From an optimization exercise on the open Yosys and OpenROAD flow, aimed at small area, a short achievable clock period and few clock cycles per item; shortcuts taken in it are not production practice.
RTL that was checked went through simulation tests only; none was proved equivalent to the original.

// midpoint_ellipse_rasterizer_top
module midpoint_ellipse_rasterizer_top #(
  parameter int RADIUS_BITS = 10,
  parameter int COORD_BITS  = 11
) (
  input  wire logic                                   clk_i,
  input  wire logic                                   rst_ni,
  input  wire logic                                   cfg_we_i,
  input  wire logic [mer_pkg::CFG_IDX_W-1:0]          cfg_idx_i,
  input  wire logic [((COORD_BITS > RADIUS_BITS) ? COORD_BITS : RADIUS_BITS)-1:0] cfg_data_i,
  input  wire logic                                   in_valid_i,
  output logic                                        in_stall_o,
  input  wire logic                                   restart_i,
  output logic                                        out_valid_o,
  input  wire logic                                   out_stall_i,
  output logic signed [mer_pkg::PIX_W-1:0]            pixel_x_o,
  output logic signed [mer_pkg::PIX_W-1:0]            pixel_y_o,
  output logic                                        last_o,
  output logic                                        finished_o
);
For scale: about 1900 cells after synthesis, about 340 flip-flops, ~49 I/O pins.
export LEC_CHECK = 0
export CAP_MARGIN = 20
export CORE_MARGIN = 2
export CORE_UTILIZATION = 40
export SETUP_SLACK_MARGIN = 5
export SLEW_MARGIN = 20
create_clock -name core_clock -period 10.0 [get_ports {clk_i}]
standard.sh (not shown) runs the stock make flow with config.mk's settings and CLKGATE_MAP_FILE= SYNTH_SCRIPT=/design/flow/synth_recipe.tcl, a recipe that flattens the netlist after the stock synthesis.
==> flow/flow/run.sh <==
#!/bin/bash
set -euo pipefail
bash standard.sh SETUP_SLACK_MARGIN=6.6 finish > standard_flow.log 2>&1
Rerun with:
==> flow/flow/run.sh (replaced) <==
#!/bin/bash
set -euo pipefail
bash standard.sh SETUP_SLACK_MARGIN=6.3 finish > standard_flow.log 2>&1
What happened: Worst hold slack stays flat. Flip-flop and latch count is unchanged. Register-to-register slack got worse by 20 ps. Critical path depth came out lower by 1. Global-route usage falls by 0.44 points. Setup slack loses 22 ps. Final cell count fell slightly.
Function was not checked in any run of this note: the RTL went through the layout flow alone.

========
midpoint_ellipse_rasterizer_top, a different RTL version from the one above (not shown whole).
Size in the first run: about 260 flip-flops, roughly 49 I/O pins, roughly 22000 sq um of cells after synthesis.
Design midpoint_ellipse_rasterizer_top, start of the top module:
module midpoint_ellipse_rasterizer_top #(
  parameter int RADIUS_BITS = 10,
  parameter int COORD_BITS  = 11
) (
  input  wire logic                                   clk_i,
  input  wire logic                                   rst_ni,
  input  wire logic                                   cfg_we_i,
  input  wire logic [mer_pkg::CFG_IDX_W-1:0]          cfg_idx_i,
  input  wire logic [((COORD_BITS > RADIUS_BITS) ? COORD_BITS : RADIUS_BITS)-1:0] cfg_data_i,
  input  wire logic                                   in_valid_i,
  output logic                                        in_stall_o,
  input  wire logic                                   restart_i,
  output logic                                        out_valid_o,
  input  wire logic                                   out_stall_i,
  output logic signed [mer_pkg::PIX_W-1:0]            pixel_x_o,
  output logic signed [mer_pkg::PIX_W-1:0]            pixel_y_o,
  output logic                                        last_o,
  output logic                                        finished_o
);
==> flow/config.mk <==
export PLATFORM = sky130hd
export DESIGN_NAME = midpoint_ellipse_rasterizer_top
export DESIGN_NICKNAME = midpoint_ellipse_rasterizer_top
export VERILOG_FILES = /design/flow/design.v
export SDC_FILE = /design/flow/constraint.sdc
export NUM_CORES = 4
export LEC_CHECK = 0
export CAP_MARGIN = 20
export CORE_MARGIN = 2
export CORE_UTILIZATION = 40
export SLEW_MARGIN = 20
==> flow/constraint.sdc <==
create_clock -name core_clock -period 10.0 [get_ports {clk_i}]
set_input_delay 2.0000 -clock core_clock [delete_from_list [all_inputs] [get_ports {clk_i}]]
set_output_delay 2.0000 -clock core_clock [all_outputs]
set_load 0.01 [all_outputs]
run.sh (not shown) runs the stock make flow with config.mk's settings and CLKGATE_MAP_FILE= SYNTH_SCRIPT=/design/flow/synth_recipe.tcl, a recipe that flattens the netlist after the stock synthesis.
Stock flow here: none of the scripts above is used.
Testbench counts at the start, summed over its fixed seeds: cycles 64,212, beats 62,804.
==> next run, changes <==
--- a/flow/config.mk
+++ b/flow/config.mk
@@ -6,6 +6,8 @@
 export NUM_CORES = 4
 export LEC_CHECK = 0
+export ABC_CLOCK_PERIOD_IN_PS = 4000
 export CAP_MARGIN = 20
 export CORE_MARGIN = 2
 export CORE_UTILIZATION = 40
+export SETUP_SLACK_MARGIN = 5
 export SLEW_MARGIN = 20
Outcome:
- The new run produced a clean layout
- sequential share of layout area went down by 1.8 points
- synthesized cell count stays the same
- core utilization rose by 2.9 points
- final area rose by about 6.5%
- final cell count grows by about 3%
- critical path depth grows by 1
- non-clock buffer count grows by 84
- die area stays the same
==> next run, changes <==
--- a/flow/config.mk
+++ b/flow/config.mk
@@ -6,5 +6,4 @@
 export NUM_CORES = 4
 export LEC_CHECK = 0
-export ABC_CLOCK_PERIOD_IN_PS = 4000
 export CAP_MARGIN = 20
 export CORE_MARGIN = 2
- final cell count does not change
- register-to-register slack stays flat
- clock skew does not change
- count of clock-buffer cells in the layout does not change
- worst hold slack does not change
- die area does not change
- utilization does not change
- worst setup slack is unchanged
- wire length is unchanged

==> port drivers added, routing unchanged <==
Ports are ideal in the flow. The routed layouts listed here were re-timed in OpenROAD. Step 1 (the two cells are an assumption about what drives the block):
set clk [get_ports {clk_i}]
set_driving_cell -lib_cell sky130_fd_sc_hd__clkbuf_16 $clk
set_driving_cell -lib_cell sky130_fd_sc_hd__buf_2 [delete_from_list [all_inputs] $clk]
Step 2 also shifts input and output timing later by t, the mid clock arrival at the registers, as if the neighbouring blocks saw the same clock. Slacks: no drivers / after step 1 / after step 2; pairs: no drivers / after step 1.
run | t, ns | setup slack, ns | hold WS [ns] | worst setup path at the end | worst register clock-pin slew, ns
the first run of note 1 | 0.617 | 6.352 / 6.352 / 6.237 | 0.416 / 0.416 / 0.416 | input to register | 0.07 / 0.07
the second run of note 1 | 0.621 | 6.329 / 6.329 / 6.008 | 0.419 / 0.419 / 0.419 | input to register | 0.07 / 0.07
the first run of note 2 | 0.621 | 3.066 / 3.066 / 3.066 | 0.497 / 0.497 / 0.497 | register to register | 0.07 / 0.07
the second run of note 2 | 0.619 | 4.670 / 4.670 / 4.670 | 0.489 / 0.489 / 0.489 | register to register | 0.06 / 0.06
the third run of note 2 | 0.619 | 4.670 / 4.670 / 4.670 | 0.489 / 0.489 / 0.489 | register to register | 0.06 / 0.06
After both steps setup and hold are still met in every run listed. The setup slack of the second run of note 1, which loses most, moves by 0.000 ns with the drivers and by -0.321 ns with both steps.
